From an optimization exercise on the open Yosys and OpenROAD flow, aimed at small area; shortcuts taken in it are not production practice.
The RTL was checked by simulation tests, not by an equivalence proof against the original design.
Power figures rest on the tool's default switching activity, not on a simulated workload.

## lane 1
Design systolic_array_4x4, start of the top module:
module systolic_array_4x4
(
    input  logic       clk,
    input  logic       rst,
    input  logic       start_signal,
    input  logic       wen,
    input  logic [7:0] inp_north0,
    input  logic [7:0] inp_north1,
    input  logic [7:0] inp_north2,
    input  logic [7:0] inp_north3,
    input  logic [7:0] inp_west0,
    input  logic [7:0] inp_west1,
    input  logic [7:0] inp_west2,
    input  logic [7:0] inp_west3,
    output logic [4:0] count,
    output logic [7:0] activation_result12,
    output logic [7:0] activation_result13,
    output logic [7:0] activation_result14,
    output logic [7:0] activation_result15
);
    logic [1:0] ptr;
    logic       rst_n;
    assign rst_n = ~rst;
    always_ff @(posedge clk) begin
        if (rst)               count <= 5'd0;
        else if (start_signal) count <= count + 5'd1;
    end
    always_ff @(posedge clk) begin
        if (rst)      ptr <= 2'd0;
        else if (wen) ptr <= ptr + 2'd1;
        else          ptr <= 2'd0;
    end
    logic [3:0] e1t;
    logic [7:0] e1d0;
    logic [7:0] e1d1;
    logic [7:0] e1d2;
    logic [7:0] e1d3;
    logic [2:0] e2t;
    logic [7:0] e2d0;
    logic [7:0] e2d1;
    logic [7:0] e2d2;
    logic [7:0] e2d3;
    logic [1:0] e3t;
    logic [7:0] e3d0;
    logic [7:0] e3d1;
    logic [7:0] e3d2;
    logic [7:0] e3d3;
    logic [0:0] e4t;
    logic [7:0] e4d0;
    logic [7:0] e4d1;
    logic [7:0] e4d2;
    logic [7:0] e4d3;
    always_ff @(posedge clk) begin
  ...
For scale: ~3100 cells after synthesis, about 480 flip-flops, ~38000 sq um of cells after synthesis.
clock: 7.0 ns
lec_check: 0
cap_margin: 20
core_margin: 2
core_utilization: 40
cts_buf_list: sky130_fd_sc_hd__clkbuf_16
cts_cluster_diameter: 100
cts_cluster_size: 30
gpl_timing_driven: 0
slew_margin: 20
synth_hierarchical: 1
synth_minimum_keep_size: 0
run.sh (not shown) runs the stock make flow with config.mk's settings and CLKGATE_MAP_FILE= SYNTH_SCRIPT=/design/flow/synth_recipe.tcl, a recipe that flattens the netlist after the stock synthesis.
Lane 1 went all the way through the flow, and no timing, DRC or antenna check failed.
[inputs] lane 2 vs lane 1
Settings: GPL_TIMING_DRIVEN: 0 -> unset.
Notes after the runs:
Lane 1: all stages complete, timing, DRC and antenna checks passed
Lane 2 went all the way through the flow, and no timing, DRC or antenna check failed.
As far as cell depth of the worst min-delay path goes, lane 2 and lane 1 are indistinguishable; the numbers are identical.
Lane 2 against lane 1: adder-cell area share of the yosys netlist ~0 delta, non-clock buffer count +55%.
For the post-CTS resize count, lane 2 came in 45 lower than lane 1 did.
The flip-flop and latch share of the layout cell area of lane 2 falls short of that of lane 1 by 0.76 points.
Compared with lane 1, lane 2 shows post-layout net count that has gone up by a few percent.
Lane 2 vs lane 1: power up by a few percent
> inputs changed (lane 2 -> lane 3)
Settings: GPL_TIMING_DRIVEN: unset -> 0.
==> flow/flow/run.sh (new file) <==
#!/bin/bash
set -euo pipefail
bash standard.sh \
  'BUFFER_PORTS_ARGS=-buffer_cell sky130_fd_sc_hd__buf_1' \
  'CTS_ARGS=-sink_clustering_enable -repair_clock_nets -buf_list sky130_fd_sc_hd__clkbuf_16 -sink_clustering_size 30 -sink_clustering_max_diameter 100 -dont_use_dummy_load' \
  finish > standard.log 2>&1
==> flow/standard.sh (new file) <==
#!/bin/bash
# synth_recipe.tcl (not shown) runs the flow's synth.tcl, then flattens the netlist and writes it again
# the make line also repeats each setting of config.mk as NAME=value (left out here)
make -C /OpenROAD-flow-scripts/flow DESIGN_CONFIG=/design/flow/config.mk WORK_HOME=/design/flow/orfs CLKGATE_MAP_FILE= SYNTH_SCRIPT=/design/flow/synth_recipe.tcl "${@:-finish}"
removed: flow/run.sh
Results
Of lane 3 and lane 2, the lower combinational group share of total power belongs to lane 2.
Lane 3 against lane 2: sequential share of layout area now larger, final cell count without fillers now smaller, final critical delay including setup and external delays now larger.
The depth of the worst register-to-register path in lane 3 was lower than what lane 2 gave.
Run comparison: lane 2 beginning of the critical path wl03[1]; lane 3 beginning of the critical path wl13[0]
Lane 3: maximum resistive drop on vdd is 27% higher than what lane 2 reported.
diff inputs: lane 3 => lane 4
Settings: swapping 40 for 60 in CORE_UTILIZATION.
==> flow/run.sh (new file) <==
#!/bin/bash
# synth_recipe.tcl (not shown) runs the flow's synth.tcl, then flattens the netlist and writes it again
# the make line also repeats each setting of config.mk as NAME=value (left out here)
make -C /OpenROAD-flow-scripts/flow DESIGN_CONFIG=/design/flow/config.mk WORK_HOME=/design/flow/orfs CLKGATE_MAP_FILE= SYNTH_SCRIPT=/design/flow/synth_recipe.tcl finish
removed: flow/flow/run.sh
removed: flow/standard.sh
Notes after the runs:
Lane 4 vs lane 3: overall global routing resource usage up
Summary of lane 4 over lane 3: worst slack after detailed placement rose 81 ps; portion of the clock cycle consumed by the worst path in the final layout fell 1.2 points; number of global-route vias before repair rose 6.2%; clock edge transition at the registers on the reported setup and hold paths about even.
In the flow results for lane 3 and lane 4, the proportion of cell area spent on the clock network is smaller on lane 3.

* * *

## run A
Another version of the RTL of systolic_array_4x4 (not shown whole).
For scale: ~3100 cells after synthesis, ~110 I/O pins, ~0.038 mm² of cells after synthesis.
export LEC_CHECK = 0
export CAP_MARGIN = 20
export CORE_MARGIN = 2
export CORE_UTILIZATION = 40
export CTS_BUF_LIST = sky130_fd_sc_hd__clkbuf_16
export CTS_CLUSTER_DIAMETER = 100
export CTS_CLUSTER_SIZE = 30
export SLEW_MARGIN = 20
export SYNTH_HIERARCHICAL = 1
export SYNTH_MINIMUM_KEEP_SIZE = 0
create_clock -name core_clock -period 7.0 [get_ports {clk}]
Stock flow here: none of the scripts above is used.
For run B, these inputs were changed with respect to run A:
Settings: swapping 30 for 18 in CTS_CLUSTER_SIZE; swapping 100 for 60 in CTS_CLUSTER_DIAMETER; swapping sky130_fd_sc_hd__clkbuf_16 for sky130_fd_sc_hd__clkbuf_8 in CTS_BUF_LIST.
### Flow results
Total via count in the routed design is higher on run B
On non-filler instance count after layout, the higher figure sits with run B, not run A.
Standby leakage power: run B vs run A up about 0.7%
The destination of the critical timing path comes out res3[0]$_SDFF_PP0_ in one run and res3[5]$_SDFF_PP0_ in the other, namely in run B and run A respectively.
wl23[0]$_DFFE_PP_ as the source of the critical timing path was reported by run B, and wl13[0]$_DFFE_PP_ by run A.
Run B: overall power consumption is 2.3% higher than what run A reported.
On total number of nets in the final design, run B tracks run A almost exactly.

* * *

systolic_array_4x4, a different RTL version from the one above (not shown whole).
Size in the first run: about 480 flip-flops, about 110 I/O pins, roughly 36,000 µm² of cells after synthesis.
clock: 7.0 ns
lec_check: 0
cap_margin: 20
core_margin: 2
core_utilization: 40
cts_buf_list: sky130_fd_sc_hd__clkbuf_16
cts_cluster_diameter: 100
cts_cluster_size: 30
gpl_timing_driven: 0
slew_margin: 20
synth_hierarchical: 1
synth_minimum_keep_size: 0
standard.sh (not shown) runs the stock make flow with config.mk's settings and CLKGATE_MAP_FILE= SYNTH_SCRIPT=/design/flow/synth_recipe.tcl, a recipe that flattens the netlist after the stock synthesis.
==> flow/flow/run.sh <==
#!/bin/bash
set -euo pipefail
bash standard.sh \
  'BUFFER_PORTS_ARGS=-buffer_cell sky130_fd_sc_hd__buf_1' \
  'CTS_ARGS=-sink_clustering_enable -repair_clock_nets -buf_list sky130_fd_sc_hd__clkbuf_8 -sink_clustering_size 18 -sink_clustering_max_diameter 60 -dont_use_dummy_load' \
  finish > standard.log 2>&1
Change:
==> flow/flow/run.sh (replaced) <==
#!/bin/bash
set -euo pipefail
bash standard.sh \
  'BUFFER_PORTS_ARGS=-buffer_cell sky130_fd_sc_hd__buf_1' \
  'CTS_ARGS=-sink_clustering_enable -repair_clock_nets -buf_list sky130_fd_sc_hd__clkbuf_8 -sink_clustering_size 22 -sink_clustering_max_diameter 70 -dont_use_dummy_load' \
  finish > standard.log 2>&1
Outcome: Total power shrinks by 0.67%. Die area is unchanged. Non-clock buffer count grows by 1. Setup slack barely changes. Synthesized cell count does not change. Clock power shrinks by about 7%. Cell count barely changes. Combinational power hardly moves. Sequential share of layout area stays flat.
Change:
==> flow/flow/run.sh (replaced) <==
#!/bin/bash
set -euo pipefail
bash standard.sh \
  'BUFFER_PORTS_ARGS=-buffer_cell sky130_fd_sc_hd__buf_1' \
  'CTS_ARGS=-sink_clustering_enable -repair_clock_nets -buf_list sky130_fd_sc_hd__clkbuf_16 -sink_clustering_size 30 -sink_clustering_max_diameter 100 -dont_use_dummy_load' \
  finish > standard.log 2>&1
What happened: The new run produced a clean layout. Final cell count went down slightly. Core utilization barely changes. Global-route usage is about the same. Sequential power is about the same. Die area does not change. Final area barely changes. Sequential share of layout area stays flat.

separate check: timing with driven ports:
How much do the figures lean on ideal ports? The routed layouts below were timed once more, with nothing changed but the port constraints.
Step 1: set_driving_cell puts a clkbuf_16 on clk and a buf_2 on each other input, an assumption about the parent block.
Step 2 times the ports against the registers' clock, not the clock port: input delays grow and output delays shrink by t, the midpoint of the rising clock arrivals with the driver on.
Slacks: ideal ports / drivers / drivers and shift; pairs: ideal ports / drivers.
run | t, ns | slack for setup (ns) | hold slack, ns
lane 1 | 0.647 | 0.137 / 0.137 / 0.137 | 0.315 / 0.315 / 0.315
lane 2 | 0.678 | 0.199 / 0.199 / 0.199 | 0.333 / 0.333 / 0.333
lane 3 | 0.634 | 0.088 / 0.088 / 0.088 | 0.287 / 0.287 / 0.287
lane 4 | 0.661 | 0.169 / 0.169 / 0.169 | 0.329 / 0.329 / 0.329
run A | 0.655 | 0.167 / 0.167 / 0.167 | 0.324 / 0.324 / 0.324
run B | 0.744 | 0.210 / 0.210 / 0.210 | 0.334 / 0.334 / 0.334
the first run of note 3 | 0.734 | 0.259 / 0.259 / 0.259 | 0.294 / 0.294 / 0.294
the second run of note 3 | 0.704 | 0.257 / 0.257 / 0.257 | 0.305 / 0.305 / 0.305
the third run of note 3 | 0.668 | 0.254 / 0.254 / 0.254 | 0.299 / 0.299 / 0.299
After both steps setup and hold are still met in every run listed.
